Background: an optimization exercise with open tools, aiming at small area, a short achievable clock period and few clock cycles. Do not read the settings as production practice. At most, simulation tests tie the RTL to the original design; equivalence was not proved. Power is estimated from default activity; no workload was simulated.

the baseline:
==> flow/design.v (excerpt) <==
module dark_pixel_centroid (
	input  logic        clk,
	input  logic        arst_n,
	input  logic        cfg_valid,
	output logic        cfg_ready,
	input  logic [2:0]  cfg_index,
	input  logic [16:0] cfg_data,
	input  logic        s_tvalid,
	output logic        s_tready,
	input  logic [7:0]  s_tdata,
	input  logic        s_tlast,
	output logic        m_tvalid,
	input  logic        m_tready,
	output logic [39:0] m_tdata,
	output logic        m_tuser
);
==> flow/config.mk <==
export PLATFORM = sky130hd
export DESIGN_NAME = dark_pixel_centroid
export DESIGN_NICKNAME = dark_pixel_centroid
export VERILOG_FILES = /design/flow/design.v
export SDC_FILE = /design/flow/constraint.sdc
export NUM_CORES = 4
export LEC_CHECK = 0
export CAP_MARGIN = 20
export CORE_MARGIN = 2
export CORE_UTILIZATION = 40
export SETUP_SLACK_MARGIN = 2.9
export SLEW_MARGIN = 20
==> flow/constraint.sdc <==
create_clock -name core_clock -period 5.0 [get_ports {clk}]
set_input_delay 1.0000 -clock core_clock [delete_from_list [all_inputs] [get_ports {clk}]]
set_output_delay 1.0000 -clock core_clock [all_outputs]
set_load 0.01 [all_outputs]
run.sh (not shown) runs the stock make flow with config.mk's settings and CLKGATE_MAP_FILE= SYNTH_SCRIPT=/design/flow/synth_recipe.tcl, a recipe that flattens the netlist after the stock synthesis.
> inputs changed (the baseline -> the candidate)
# the baseline
export LEC_CHECK = 0
export CAP_MARGIN = 20
export CORE_MARGIN = 2
export CORE_UTILIZATION = 40
export SETUP_SLACK_MARGIN = 2.9
export SLEW_MARGIN = 20
create_clock -name core_clock -period 5.0 [get_ports {clk}]
# the candidate
export LEC_CHECK = 0
export CAP_MARGIN = 20
export CORE_MARGIN = 2
export CORE_UTILIZATION = 40
export SETUP_SLACK_MARGIN = 2.7
export SLEW_MARGIN = 20
create_clock -name core_clock -period 5.0 [get_ports {clk}]
Results
- The candidate did not stop at any stage, and its layout met the timing, DRC and antenna checks.
- The baseline → the candidate: routed length on met3 down 20%, worst setup margin lost 0.11 ns, design area down 570 um^2, post-CTS setup buffer count saw a decrease, utilization lost 2.0 points.
- Sort the candidate and the baseline by slack of the worst reg-to-reg path desc -> top: the baseline
- NOTE: achievable clock frequency in the candidate falls short of that of the baseline
- On instance count along the most critical hold path, the candidate and the baseline are neck and neck.
- From the baseline to the candidate the numbers moved as follows: relative contribution of combinational cells to total power fell by 0.5 points; fraction of layout cells with a size suffix above 1 lower.
No functional check of the RTL was part of any run of this note.

---

Another version of the RTL of dark_pixel_centroid (not shown whole).
Size in the first run: ~1,300 cells after synthesis, ~190 flip-flops, ~78 I/O pins.
make LEC_CHECK=0 CAP_MARGIN=20 CORE_MARGIN=2 CORE_UTILIZATION=60 CTS_BUF_LIST=sky130_fd_sc_hd__clkbuf_8 SETUP_SLACK_MARGIN=2.7 SLEW_MARGIN=20 finish   # period 5.0 ns
The starting point completed without violations.
Testbench counts at the start, summed over its fixed seeds: cycles 110,484.
Edit:
Settings changed: CORE_UTILIZATION 60 to 40, CTS_BUF_LIST sky130_fd_sc_hd__clkbuf_8 to not set, SETUP_SLACK_MARGIN 2.7 to 3.0.
Outcome:
- worst hold slack stays flat
- cell count rises by 13%
- die area rises by 48%
- clock-buffer cell count does not change
- sequential share of layout area falls by 3.5 points
- first-iteration DRC count rises by 33%
Edit:
Settings changed: SETUP_SLACK_MARGIN 3.0 to 2.7.
Result:
- The new run went through all stages and came out clean
- via count decreases by 6.0%
- clock skew hardly moves
- sequential share of layout area increases by 2.9 points
- cell area decreases by 11%
- non-clock buffer count decreases by 101

---

Another version of the RTL of dark_pixel_centroid (not shown whole).
Size: ~1200 cells after synthesis, roughly 78 I/O pins.
Settings: LEC_CHECK=0, CAP_MARGIN=20, CORE_MARGIN=2, CORE_UTILIZATION=40, SETUP_SLACK_MARGIN=2.6, SLEW_MARGIN=20; clock period 5.0 ns.
Rerun with:
- SETUP_SLACK_MARGIN: 2.6 -> 3.0
=> Sequential power hardly moves; register-to-register slack got worse by 0.07 ns; via count came out higher by 0.96%; core utilization went up by 0.71 points; die area is unchanged; cell area rises by 1.3%; clock-buffer cell count came out lower by 1; sequential share of layout area goes down by 0.17 points; clock skew rises by 0.0034 ns.
No functional check of the RTL was part of any run of this note.

---

Setup of juniper:
The RTL this note starts from:
==> flow/design.v <==
package dpc_pkg;
	localparam int PIX_W  = 8;
	localparam int DIM_W  = 9;
	localparam int CNT_W  = 17;
	localparam int SUM_W  = 24;
	localparam int CFG_IW = 3;
	localparam int CFG_DW = 17;
endpackage
module dark_pixel_centroid (
	input  logic        clk,
	input  logic        arst_n,
	input  logic        cfg_valid,
	output logic        cfg_ready,
	input  logic [2:0]  cfg_index,
	input  logic [16:0] cfg_data,
	input  logic        s_tvalid,
	output logic        s_tready,
	input  logic [7:0]  s_tdata,
	input  logic        s_tlast,
	output logic        m_tvalid,
	input  logic        m_tready,
	output logic [39:0] m_tdata,
	output logic        m_tuser
);
	logic [7:0]  cfg_wm1;                         
	logic [8:0]  cfg_xs1, cfg_xe1, cfg_ys1, cfg_ye1;   
	logic [7:0]  cfg_thr;
	logic [16:0] cfg_min, cfg_max;
	logic [8:0]  cfg_dec;
	assign cfg_ready = 1'b1;
	always_comb begin
		for (int i = 0; i < 9; i++) cfg_dec[i] = cfg_data[i] ^ ~|(cfg_data[8:0] & ((9'd1 << i) - 9'd1));
	end
	always_ff @(posedge clk or negedge arst_n) begin
		if (!arst_n) begin
			cfg_wm1 <= 8'd95;
			cfg_thr <= 8'd85;
			cfg_xs1 <= 9'd9;
			cfg_xe1 <= 9'd85;
			cfg_ys1 <= 9'd9;
			cfg_ye1 <= 9'd85;
			cfg_min <= 17'd180;
			cfg_max <= 17'd3176;
		end else if (cfg_valid) begin
			case (cfg_index)
				3'd0: cfg_wm1 <= cfg_dec[8] ? {8{cfg_data[8]}} : cfg_dec[7:0];
				3'd1: cfg_thr <= cfg_data[7:0];
				3'd2: cfg_xs1 <= cfg_dec;
				3'd3: cfg_xe1 <= cfg_dec;
				3'd4: cfg_ys1 <= cfg_dec;
				3'd5: cfg_ye1 <= cfg_dec;
				3'd6: cfg_min <= cfg_data;
				3'd7: cfg_max <= cfg_data;
				default: ;
			endcase
		end
	end
	logic rdy_q, v0_q, div_q, vld_q, clr_q;
	logic last_q, w0_q;           
	logic lo_q, hi_q, swap_q, fin_q;
	logic clr, last;
	logic [7:0]  col_q, row_q;    
	logic        fs_q;            
	logic        xs_q, xe_q;      
	logic        ys_q, ye_q;      
	logic [16:0] cnt_q;           
	logic        full_q;          
	logic        nz_q, min_q, max_q;   
	logic [26:0] x_q;             
	logic [23:0] y_q;             
	logic        cx_q, cy_q;      
	logic        cd_q;            
	logic        found_q, nf_q;
	assign clr  = clr_q;
	assign last = last_q;
	logic       wrap, inc, eq_min, eq_max;
	logic       xs_d, xe_d, ys_d, ye_d;
	logic       xs_z, xe_z, ys_z, ye_z;
	logic [8:0] sx_lo, sy_lo;
	logic [16:0] sx_hi, sy_hi;
	logic       force_x, force_y;
	assign wrap = col_q == cfg_wm1;
	assign xs_z = &cfg_xs1;
	assign xe_z = &cfg_xe1;
	assign ys_z = &cfg_ys1;
	assign ye_z = &cfg_ye1;
	always_comb begin
		xs_d = xs_q;
		xe_d = xe_q;
		ys_d = ys_q;
		ye_d = ye_q;
		if (clr || last || (fs_q && !v0_q)) begin
			xs_d = xs_z;
			xe_d = xe_z;
			ys_d = ys_z;
			ye_d = ye_z;
		end else if (v0_q) begin
			if (wrap) begin
				xs_d = xs_z;
				xe_d = xe_z;
				if (row_q != 8'hff) begin
					if ({1'b0, row_q} == cfg_ys1) ys_d = 1'b1;
					if ({1'b0, row_q} == cfg_ye1) ye_d = 1'b1;
				end
			end else begin
				if ({1'b0, col_q} == cfg_xs1) xs_d = 1'b1;
				if ({1'b0, col_q} == cfg_xe1) xe_d = 1'b1;
			end
		end
	end
	assign inc    = w0_q && !full_q;
	assign eq_min = cnt_q == cfg_min;
	assign eq_max = cnt_q == cfg_max;
	assign sx_lo   = {1'b0, x_q[7:0]} + {1'b0, col_q & {8{w0_q}}};
	assign sy_lo   = {1'b0, y_q[7:0]} + {1'b0, row_q & {8{w0_q}}};
	assign sx_hi   = {1'b0, x_q[23:8]} + {16'd0, cx_q};
	assign sy_hi   = {1'b0, y_q[23:8]} + {16'd0, cy_q};
	assign force_x = (cx_q && x_q[23:8] == 16'hffff) || (fin_q && (x_q[8] || !found_q));
	assign force_y = (cy_q && y_q[23:8] == 16'hffff) || (fin_q && (y_q[8] || !found_q));
	logic [11:0] lo;
	logic [9:0]  hi;
	logic        neg, found;
	assign neg     = x_q[26];
	assign lo      = {1'b0, x_q[17:8], 1'b1} + {1'b0, cnt_q[9:0] ^ {10{!neg}}, !neg};
	assign hi      = {x_q[26:18], 1'b1} + {{2'b0, cnt_q[16:10]} ^ {9{!neg}}, cd_q};
	assign found = nz_q && (min_q || eq_min) && !max_q;
	always_ff @(posedge clk or negedge arst_n) begin
		if (!arst_n) begin
			rdy_q  <= 1'b0;
			v0_q   <= 1'b0;
			last_q <= 1'b0;
			div_q  <= 1'b0;
			vld_q  <= 1'b0;
			clr_q  <= 1'b1;
			lo_q   <= 1'b0;
			hi_q   <= 1'b0;
			swap_q <= 1'b0;
			fin_q  <= 1'b0;
		end else begin
			v0_q   <= s_tvalid && rdy_q;
			last_q <= s_tvalid && rdy_q && s_tlast;
			clr_q  <= vld_q && m_tready;
			if (clr_q)                     rdy_q <= 1'b1;
			else if (s_tvalid && s_tlast)  rdy_q <= 1'b0;
			if (last_q)        div_q <= 1'b1;
			else if (fin_q)    div_q <= 1'b0;
			if (fin_q)         vld_q <= 1'b1;
			else if (m_tready) vld_q <= 1'b0;
			lo_q   <= div_q && !col_q[0] && (col_q <= 8'd16 || (col_q >= 8'd20 && col_q <= 8'd36));
			hi_q   <= div_q &&  col_q[0] && (col_q <= 8'd17 || (col_q >= 8'd21 && col_q <= 8'd37));
			swap_q <= div_q && col_q == 8'd18;
			fin_q  <= div_q && col_q == 8'd38;
		end
	end
	always_ff @(posedge clk) begin
		w0_q    <= s_tvalid && rdy_q && (s_tdata < cfg_thr) && xs_d && !xe_d && ys_d && !ye_d;
		found_q <= found;
		nf_q    <= !found;
		xs_q <= xs_d;
		xe_q <= xe_d;
		ys_q <= ys_d;
		ye_q <= ye_d;
		if (clr || last) fs_q <= 1'b1;
		else if (v0_q)   fs_q <= 1'b0;
		if (clr || last) begin
			col_q <= '0;
			row_q <= '0;
		end else if (div_q) begin
			col_q <= col_q + 8'd1;
		end else if (v0_q) begin
			if (wrap) begin
				col_q <= '0;
				if (row_q != 8'hff) row_q <= row_q + 8'd1;
			end else begin
				col_q <= col_q + 8'd1;
			end
		end
		cnt_q <= (clr || (fin_q && !found_q)) ? 17'd0 : cnt_q + {16'd0, inc};
		if (clr) begin
			full_q <= 1'b0;
			nz_q   <= 1'b0;
			min_q  <= 1'b0;
			max_q  <= 1'b0;
		end else if (inc) begin
			nz_q  <= 1'b1;
			if (cnt_q == 17'h1fffe) full_q <= 1'b1;
			if (eq_min) min_q <= 1'b1;
			if (eq_max) max_q <= 1'b1;
		end
		cx_q <= sx_lo[8] && !clr;
		cy_q <= sy_lo[8] && !clr;
		y_q  <= clr ? 24'd0 : force_y ? 24'hffffff : {sy_hi[15:0], sy_lo[7:0]};
		if (clr) begin
			x_q <= '0;
		end else if (swap_q) begin
			x_q      <= {3'b0, y_q};
			y_q[8:0] <= x_q[8:0];
		end else if (lo_q) begin
			x_q[17:8] <= lo[10:1];
			cd_q      <= lo[11];
		end else if (hi_q) begin
			x_q <= {hi[8:1], x_q[17:0], !hi[9]};
		end else begin
			x_q <= {3'b0, force_x ? 24'hffffff : {sx_hi[15:0], sx_lo[7:0]}};
		end
	end
	assign s_tready = rdy_q;
	assign m_tvalid = vld_q;
	assign m_tuser  = found_q;
	assign m_tdata  = {5'b0, cnt_q, nf_q, x_q[7:0], nf_q, y_q[7:0]};
endmodule
Settings: LEC_CHECK=0, CAP_MARGIN=20, CORE_MARGIN=2, CORE_UTILIZATION=40, CTS_BUF_LIST=sky130_fd_sc_hd__clkbuf_8, SETUP_SLACK_MARGIN=2.7, SLEW_MARGIN=20, TNS_END_PERCENT=30; clock period 5.0 ns.
standard.sh (not shown) runs the stock make flow with config.mk's settings and CLKGATE_MAP_FILE= SYNTH_SCRIPT=/design/flow/synth_recipe.tcl, a recipe that flattens the netlist after the stock synthesis.
==> flow/flow/run.sh <==
#!/bin/bash
# The standard layout (standard.sh: the standard flow's synthesis and ORFS flow, unchanged), with the
# ports buffered by the smallest buffer instead of the resizer's default pick; the resizer
# still upsizes or adds buffers where a port's load or timing needs it.
set -euo pipefail
bash standard.sh finish \
	'BUFFER_PORTS_ARGS=-buffer_cell sky130_fd_sc_hd__buf_1' \
	> make_finish.log 2>&1
juniper finished every stage and its layout cleared the timing, DRC and antenna checks.
Testbench counts of juniper, summed over its fixed seeds: cycles 111,092.
Inputs modified between juniper and fjord:
# juniper
export LEC_CHECK = 0
export CAP_MARGIN = 20
export CORE_MARGIN = 2
export CORE_UTILIZATION = 40
export CTS_BUF_LIST = sky130_fd_sc_hd__clkbuf_8
export SETUP_SLACK_MARGIN = 2.7
export SLEW_MARGIN = 20
export TNS_END_PERCENT = 30
create_clock -name core_clock -period 5.0 [get_ports {clk}]
# fjord
export LEC_CHECK = 0
export CAP_MARGIN = 20
export CORE_MARGIN = 2
export CORE_UTILIZATION = 40
export CTS_BUF_LIST = sky130_fd_sc_hd__clkbuf_8
export SETUP_SLACK_MARGIN = 2.78
export SLEW_MARGIN = 20
create_clock -name core_clock -period 5.0 [get_ports {clk}]
==> run summary <==
Net switching power figure in fjord is 1.4% higher than in juniper. Going from juniper to fjord, number of buffers inserted for hold repair after clock tree synthesis has remained practically unchanged, worst setup slack after layout increased 0.051 ns.
Modified inputs, tundra compared to fjord
# fjord
export LEC_CHECK = 0
export CAP_MARGIN = 20
export CORE_MARGIN = 2
export CORE_UTILIZATION = 40
export CTS_BUF_LIST = sky130_fd_sc_hd__clkbuf_8
export SETUP_SLACK_MARGIN = 2.78
export SLEW_MARGIN = 20
create_clock -name core_clock -period 5.0 [get_ports {clk}]
# tundra
export LEC_CHECK = 0
export CAP_MARGIN = 20
export CORE_MARGIN = 2
export CORE_UTILIZATION = 40
export CTS_BUF_LIST = sky130_fd_sc_hd__clkbuf_8
export SETUP_SLACK_MARGIN = 2.8
export SLEW_MARGIN = 20
export TNS_END_PERCENT = 0
create_clock -name core_clock -period 5.0 [get_ports {clk}]
==> comparison <==
No stage failed in tundra, and the final checks on the layout all came back clean. Compare fjord and tundra | non-clock buffer count lower: tundra. Status: total power density per cell area parity (tundra, fjord). Taking fjord as the reference point, the clock skew of tundra rises by 0.013 ns. tundra does better than fjord on design area. tundra against fjord: setup slack on the worst flop-to-flop path has decreased; total via count in the routed design moved down. Run comparison: tundra start point of the critical path x_q[12]; fjord start point of the critical path x_q[26].

---

Setup of job 8327:
RTL: the design.v shown in full above, as it stands there.
==> flow/config.mk <==
export PLATFORM = sky130hd
export DESIGN_NAME = dark_pixel_centroid
export DESIGN_NICKNAME = dark_pixel_centroid
export VERILOG_FILES = /design/flow/design.v
export SDC_FILE = /design/flow/constraint.sdc
export NUM_CORES = 4
export LEC_CHECK = 0
export CAP_MARGIN = 20
export CORE_MARGIN = 2
export CORE_UTILIZATION = 40
export CTS_BUF_LIST = sky130_fd_sc_hd__clkbuf_8
export PLACE_DENSITY = 0.5
export SETUP_SLACK_MARGIN = 2.7
export SLEW_MARGIN = 20
==> flow/constraint.sdc <==
create_clock -name core_clock -period 5.0 [get_ports {clk}]
set_input_delay 1.0000 -clock core_clock [delete_from_list [all_inputs] [get_ports {clk}]]
set_output_delay 1.0000 -clock core_clock [all_outputs]
set_load 0.01 [all_outputs]
Scripts as last shown in full above: flow/flow/run.sh
Testbench counts of job 8327, summed over its fixed seeds: cycles 111,092.
Changes in job 7985 relative to job 8327:
- clearing PLACE_DENSITY, which used to be 0.5
- swapping 2.7 for 2.65 in SETUP_SLACK_MARGIN
- For job 7985, the worst setup path startpoint was x_q[26], unlike job 8327, where it was w0_q.
- Job 7985 vs job 8327 — area growth from synthesis to layout dropped 1.6 points.
- Per the comparison of job 7985 with job 8327, minimum clock period +0.0043 ns, post-place instance area -about 0.3%, global-route wire length before repair -about 4.4%.
What job 7140 does differently from job 7985 at the input level:
- an added TNS_END_PERCENT of 0
- a change of SETUP_SLACK_MARGIN from 2.65 to 2.7
## What came out
- Re peak supply drop: job 7140 and job 7985 aren't equal, and the lower value belongs to job 7140.
- Between job 7140 and job 7985, the average vias per placed instance is higher for job 7985.
- Job 7140 vs job 7985 — wire length dropped about 0.6%.
For job 147, these inputs were changed with respect to job 7140:
- TNS_END_PERCENT: 0 -> unset
## What came out
The sequential share of layout area of job 147 is lower than that of job 7140. Diff job 147..job 7140 | total clock sinks | unchanged. As far as met3 usage is concerned, job 7140 and job 147 perform about the same.

## what the ideal ports hide
In the flow no input, the clock included, has a driving cell. The finished layouts below were timed again as built, in two steps. Step 1: set_driving_cell puts a clkbuf_16 on clk and a buf_2 on each other input, an assumption about the parent block. Step 2, shift: input delay + t, output delay - t, t = (earliest + latest rising clock arrival at the registers) / 2. This alone moves slack from input paths to output paths. Slacks: ideal ports / drivers / drivers and shift; pairs: ideal ports / drivers.
| run | shift t [ns] | slack for setup (ns) | worst setup path after step 2 | worst register clock-pin slew, ns | worst slew at a driven data input, ns |
|---|---|---|---|---|---|
| the baseline | 0.483 | 2.618 / 2.618 / 2.472 | input to register | 0.08 / 0.08 | 0.07 |
| the candidate | 0.484 | 2.509 / 2.489 / 2.273 | input to register | 0.09 / 0.09 | 0.07 |
| the first run of note 2 | 0.526 | 2.654 / 2.654 / 2.225 | input to register | 0.12 / 0.12 | 0.05 |
| the second run of note 2 | 0.482 | 2.719 / 2.719 / 2.375 | input to register | 0.09 / 0.09 | 0.06 |
| the third run of note 2 | 0.488 | 2.647 / 2.647 / 2.278 | input to register | 0.09 / 0.09 | 0.04 |
| the first run of note 3 | 0.490 | 2.046 / 2.046 / 2.046 | register to register | 0.09 / 0.09 | 0.04 |
| the second run of note 3 | 0.491 | 1.977 / 1.977 / 1.977 | register to register | 0.09 / 0.09 | 0.04 |
| juniper | 0.514 | 2.666 / 2.665 / 2.266 | input to register | 0.12 / 0.12 | 0.04 |
| fjord | 0.529 | 2.717 / 2.717 / 2.295 | input to register | 0.11 / 0.11 | 0.04 |
| tundra | 0.516 | 2.679 / 2.668 / 2.204 | input to register | 0.12 / 0.12 | 0.04 |
| job 8327 | 0.524 | 2.671 / 2.671 / 2.294 | input to register | 0.12 / 0.12 | 0.03 |
| job 7985 | 0.520 | 2.667 / 2.649 / 2.217 | input to register | 0.12 / 0.12 | 0.06 |
| job 7140 | 0.516 | 2.679 / 2.668 / 2.204 | input to register | 0.12 / 0.12 | 0.04 |
| job 147 | 0.524 | 2.696 / 2.696 / 2.289 | input to register | 0.12 / 0.12 | 0.04 |
After both steps setup and hold are still met in every run listed.
